This design comes from an exercise in tuning for small area, a short achievable clock period and few clock cycles on the open sky130 flow, not from production work. At most, simulation tests tie the RTL to the original design; equivalence was not proved.

==> 07-26: inputs <==
Design cordic_rot_iter, start of the top module:
module cordic_rot_iter (
    input  logic        clk_i,
    input  logic        rst_i,
    input  logic        valid_i,
    output logic        ready_o,
    input  logic [63:0] angle_i,
    output logic        valid_o,
    input  logic        ready_i,
    output logic [63:0] cos_o,
    output logic [63:0] sin_o,
    output logic        range_err_o
);
Settings: LEC_CHECK=0, CAP_MARGIN=20, CORE_MARGIN=2, CORE_UTILIZATION=40, SETUP_SLACK_MARGIN=3.6, SLEW_MARGIN=20; clock period 8.0 ns.
run.sh (not shown) runs the stock make flow with config.mk's settings and CLKGATE_MAP_FILE= SYNTH_SCRIPT=/design/flow/synth_recipe.tcl, a recipe that flattens the netlist after the stock synthesis.
==> inputs of 09-12, as changes to 07-26 <==
--- a/flow/design.v
+++ b/flow/design.v
@@ -1309,19 +1309,17 @@
     logic signed [33:0] yp_q32;
     logic signed [33:0] x32, yp32;
     logic [34:0] xt31;
     assign xt31 = {34'(x_q32), 1'b1} + {34'(yp_q32 >>> 31), dcur_q32};
     assign x32 = xt31[34:1];
     assign yp32 = (34'(yp_q32) - 34'(x_q32 >>> 31)) ^ {34{dcur_q32}};
-    logic v_q33;
-    logic e_q33;
-    logic signed [33:0] x_q33;
-    logic signed [33:0] yp_q33;
-    assign valid_o = v_q33;
-    assign en = ~(valid_o & ~ready_i);
-    assign ready_o = en;
+    logic o_v, s_v, o_e, s_e, o_load, rdy_q;
+    logic signed [33:0] o_x, o_y, s_x, s_y;
+    assign en = ~s_v;
+    assign ready_o = rdy_q;   
+    assign o_load = ~o_v | ready_i;
     always_ff @(posedge clk_i or posedge rst_i) begin
         if (rst_i) begin
             v_q1 <= 1'b0;
             v_q2 <= 1'b0;
             v_q3 <= 1'b0;
             v_q4 <= 1'b0;
@@ -1350,47 +1348,58 @@
             v_q27 <= 1'b0;
             v_q28 <= 1'b0;
             v_q29 <= 1'b0;
             v_q30 <= 1'b0;
             v_q31 <= 1'b0;
             v_q32 <= 1'b0;
-            v_q33 <= 1'b0;
-        end else if (en) begin
-            v_q1 <= valid_i;
-            v_q2 <= v_q1;
-            v_q3 <= v_q2;
-            v_q4 <= v_q3;
-            v_q5 <= v_q4;
-            v_q6 <= v_q5;
-            v_q7 <= v_q6;
-            v_q8 <= v_q7;
-            v_q9 <= v_q8;
-            v_q10 <= v_q9;
-            v_q11 <= v_q10;
-            v_q12 <= v_q11;
-            v_q13 <= v_q12;
-            v_q14 <= v_q13;
-            v_q15 <= v_q14;
-            v_q16 <= v_q15;
-            v_q17 <= v_q16;
-            v_q18 <= v_q17;
-            v_q19 <= v_q18;
-            v_q20 <= v_q19;
-            v_q21 <= v_q20;
-            v_q22 <= v_q21;
-            v_q23 <= v_q22;
-            v_q24 <= v_q23;
-            v_q25 <= v_q24;
-            v_q26 <= v_q25;
-            v_q27 <= v_q26;
-            v_q28 <= v_q27;
-            v_q29 <= v_q28;
-            v_q30 <= v_q29;
-            v_q31 <= v_q30;
-            v_q32 <= v_q31;
-            v_q33 <= v_q32;
+            o_v <= 1'b0;
+            s_v <= 1'b0;
+            rdy_q <= 1'b1;
+        end else begin
+            if (en) begin
+                v_q1 <= valid_i;
+                v_q2 <= v_q1;
+                v_q3 <= v_q2;
+                v_q4 <= v_q3;
+                v_q5 <= v_q4;
+                v_q6 <= v_q5;
+                v_q7 <= v_q6;
+                v_q8 <= v_q7;
+                v_q9 <= v_q8;
+                v_q10 <= v_q9;
+                v_q11 <= v_q10;
+                v_q12 <= v_q11;
+                v_q13 <= v_q12;
+                v_q14 <= v_q13;
+                v_q15 <= v_q14;
+                v_q16 <= v_q15;
+                v_q17 <= v_q16;
+                v_q18 <= v_q17;
+                v_q19 <= v_q18;
+                v_q20 <= v_q19;
+                v_q21 <= v_q20;
+                v_q22 <= v_q21;
+                v_q23 <= v_q22;
+                v_q24 <= v_q23;
+                v_q25 <= v_q24;
+                v_q26 <= v_q25;
+                v_q27 <= v_q26;
+                v_q28 <= v_q27;
+                v_q29 <= v_q28;
+                v_q30 <= v_q29;
+                v_q31 <= v_q30;
+                v_q32 <= v_q31;
+            end
+            if (o_load) begin
+                o_v <= s_v | v_q32;
+                s_v <= 1'b0;
+                rdy_q <= 1'b1;
+            end else if (en) begin
+                s_v <= v_q32;
+                rdy_q <= ~v_q32;
+            end
         end
     end
     always_ff @(posedge clk_i) begin
         if (en) begin
             e_q1 <= e0;
             z_q1 <= z1;
@@ -1555,15 +1564,23 @@
             x_q31 <= x30;
             yp_q31 <= yp30;
             e_q32 <= e_q31;
             dcur_q32 <= d31;
             x_q32 <= x31;
             yp_q32 <= yp31;
-            e_q33 <= e_q32;
-            x_q33 <= x32;
-            yp_q33 <= yp32;
+        end
+        if (o_load) begin
+            o_x <= s_v ? s_x : x32;
+            o_y <= s_v ? s_y : yp32;
+            o_e <= s_v ? s_e : e_q32;
+        end
+        if (en) begin
+            s_x <= x32;
+            s_y <= yp32;
+            s_e <= e_q32;
         end
     end
-    assign cos_o = {{30{x_q33[33]}}, x_q33};
-    assign sin_o = {{30{yp_q33[33]}}, yp_q33};
-    assign range_err_o = e_q33;
+    assign valid_o = o_v;
+    assign cos_o = {{30{o_x[33]}}, o_x};
+    assign sin_o = {{30{o_y[33]}}, o_y};
+    assign range_err_o = o_e;
 endmodule
--- a/flow/config.mk
+++ b/flow/config.mk
@@ -5,8 +5,9 @@
 export SDC_FILE = /design/flow/constraint.sdc
 export NUM_CORES = 4
 export LEC_CHECK = 0
 export CAP_MARGIN = 20
 export CORE_MARGIN = 2
 export CORE_UTILIZATION = 40
-export SETUP_SLACK_MARGIN = 3.6
+export CTS_BUF_LIST = sky130_fd_sc_hd__clkbuf_4 sky130_fd_sc_hd__clkbuf_8
+export SETUP_SLACK_MARGIN = 4.0
 export SLEW_MARGIN = 20
==> inputs of 01-15, as changes to 07-26 <==
--- a/flow/design.v
+++ b/flow/design.v
@@ -1309,19 +1309,17 @@
     logic signed [33:0] yp_q32;
     logic signed [33:0] x32, yp32;
     logic [34:0] xt31;
     assign xt31 = {34'(x_q32), 1'b1} + {34'(yp_q32 >>> 31), dcur_q32};
     assign x32 = xt31[34:1];
     assign yp32 = (34'(yp_q32) - 34'(x_q32 >>> 31)) ^ {34{dcur_q32}};
-    logic v_q33;
-    logic e_q33;
-    logic signed [33:0] x_q33;
-    logic signed [33:0] yp_q33;
-    assign valid_o = v_q33;
-    assign en = ~(valid_o & ~ready_i);
-    assign ready_o = en;
+    logic o_v, s_v, o_e, s_e, o_load, rdy_q;
+    logic signed [33:0] o_x, o_y, s_x, s_y;
+    assign en = ~s_v;
+    assign ready_o = rdy_q;   
+    assign o_load = ~o_v | ready_i;
     always_ff @(posedge clk_i or posedge rst_i) begin
         if (rst_i) begin
             v_q1 <= 1'b0;
             v_q2 <= 1'b0;
             v_q3 <= 1'b0;
             v_q4 <= 1'b0;
@@ -1350,47 +1348,58 @@
             v_q27 <= 1'b0;
             v_q28 <= 1'b0;
             v_q29 <= 1'b0;
             v_q30 <= 1'b0;
             v_q31 <= 1'b0;
             v_q32 <= 1'b0;
-            v_q33 <= 1'b0;
-        end else if (en) begin
-            v_q1 <= valid_i;
-            v_q2 <= v_q1;
-            v_q3 <= v_q2;
-            v_q4 <= v_q3;
-            v_q5 <= v_q4;
-            v_q6 <= v_q5;
-            v_q7 <= v_q6;
-            v_q8 <= v_q7;
-            v_q9 <= v_q8;
-            v_q10 <= v_q9;
-            v_q11 <= v_q10;
-            v_q12 <= v_q11;
-            v_q13 <= v_q12;
-            v_q14 <= v_q13;
-            v_q15 <= v_q14;
-            v_q16 <= v_q15;
-            v_q17 <= v_q16;
-            v_q18 <= v_q17;
-            v_q19 <= v_q18;
-            v_q20 <= v_q19;
-            v_q21 <= v_q20;
-            v_q22 <= v_q21;
-            v_q23 <= v_q22;
-            v_q24 <= v_q23;
-            v_q25 <= v_q24;
-            v_q26 <= v_q25;
-            v_q27 <= v_q26;
-            v_q28 <= v_q27;
-            v_q29 <= v_q28;
-            v_q30 <= v_q29;
-            v_q31 <= v_q30;
-            v_q32 <= v_q31;
-            v_q33 <= v_q32;
+            o_v <= 1'b0;
+            s_v <= 1'b0;
+            rdy_q <= 1'b1;
+        end else begin
+            if (en) begin
+                v_q1 <= valid_i;
+                v_q2 <= v_q1;
+                v_q3 <= v_q2;
+                v_q4 <= v_q3;
+                v_q5 <= v_q4;
+                v_q6 <= v_q5;
+                v_q7 <= v_q6;
+                v_q8 <= v_q7;
+                v_q9 <= v_q8;
+                v_q10 <= v_q9;
+                v_q11 <= v_q10;
+                v_q12 <= v_q11;
+                v_q13 <= v_q12;
+                v_q14 <= v_q13;
+                v_q15 <= v_q14;
+                v_q16 <= v_q15;
+                v_q17 <= v_q16;
+                v_q18 <= v_q17;
+                v_q19 <= v_q18;
+                v_q20 <= v_q19;
+                v_q21 <= v_q20;
+                v_q22 <= v_q21;
+                v_q23 <= v_q22;
+                v_q24 <= v_q23;
+                v_q25 <= v_q24;
+                v_q26 <= v_q25;
+                v_q27 <= v_q26;
+                v_q28 <= v_q27;
+                v_q29 <= v_q28;
+                v_q30 <= v_q29;
+                v_q31 <= v_q30;
+                v_q32 <= v_q31;
+            end
+            if (o_load) begin
+                o_v <= s_v | v_q32;
+                s_v <= 1'b0;
+                rdy_q <= 1'b1;
+            end else if (en) begin
+                s_v <= v_q32;
+                rdy_q <= ~v_q32;
+            end
         end
     end
     always_ff @(posedge clk_i) begin
         if (en) begin
             e_q1 <= e0;
             z_q1 <= z1;
@@ -1555,15 +1564,23 @@
             x_q31 <= x30;
             yp_q31 <= yp30;
             e_q32 <= e_q31;
             dcur_q32 <= d31;
             x_q32 <= x31;
             yp_q32 <= yp31;
-            e_q33 <= e_q32;
-            x_q33 <= x32;
-            yp_q33 <= yp32;
+        end
+        if (o_load) begin
+            o_x <= s_v ? s_x : x32;
+            o_y <= s_v ? s_y : yp32;
+            o_e <= s_v ? s_e : e_q32;
+        end
+        if (en) begin
+            s_x <= x32;
+            s_y <= yp32;
+            s_e <= e_q32;
         end
     end
-    assign cos_o = {{30{x_q33[33]}}, x_q33};
-    assign sin_o = {{30{yp_q33[33]}}, yp_q33};
-    assign range_err_o = e_q33;
+    assign valid_o = o_v;
+    assign cos_o = {{30{o_x[33]}}, o_x};
+    assign sin_o = {{30{o_y[33]}}, o_y};
+    assign range_err_o = o_e;
 endmodule
--- a/flow/config.mk
+++ b/flow/config.mk
@@ -5,8 +5,9 @@
 export SDC_FILE = /design/flow/constraint.sdc
 export NUM_CORES = 4
 export LEC_CHECK = 0
 export CAP_MARGIN = 20
 export CORE_MARGIN = 2
 export CORE_UTILIZATION = 40
-export SETUP_SLACK_MARGIN = 3.6
+export CTS_BUF_LIST = sky130_fd_sc_hd__clkbuf_4 sky130_fd_sc_hd__clkbuf_8
+export SETUP_SLACK_MARGIN = 5.0
 export SLEW_MARGIN = 20
==> summary.txt <==
- In clock-buffer cell count, 09-12 and 01-15 do not differ.
- The lowest sequential share of layout area belongs to 01-15, the highest to 09-12.
- Against 09-12, the synthesized area of 07-26 is lower by about 0.38%.
Testbench counts of 09-12, summed over its fixed seeds: cycles 1,864.
Testbench counts of 01-15, summed over its fixed seeds: cycles 1,864.
Only the layout flow was run in 07-26; the RTL was not checked for function there.

## what the ideal ports hide
How much do the figures lean on ideal ports? The routed layouts below were timed once more, with nothing changed but the port constraints. Step 1 assumes that a clkbuf_16 drives the clock port and a buf_2 every other input. Step 2, shift: input delay + t, output delay - t, t = (earliest + latest rising clock arrival at the registers) / 2. This alone moves slack from input paths to output paths. a / b / c = ideal ports / drivers / drivers and shift; a / b = the first two.
run | t, ns | setup WS [ns] | worst setup path at the end | worst register clock-pin slew, ns | cell pins on the clock port's net
07-26 | 1.052 | 3.585 / 3.630 / 2.631 | input to register | 0.07 / 0.07 | 1
09-12 | 1.267 | 4.007 / 3.983 / 3.060 | input to register | 0.08 / 0.08 | 1
01-15 | 1.290 | 4.347 / 4.228 / 3.424 | input to register | 0.08 / 0.08 | 1
After both steps setup and hold are still met in every run listed. For 07-26, which loses most, drivers alone change the setup slack by +0.045 ns; drivers and shift together by -0.954 ns.
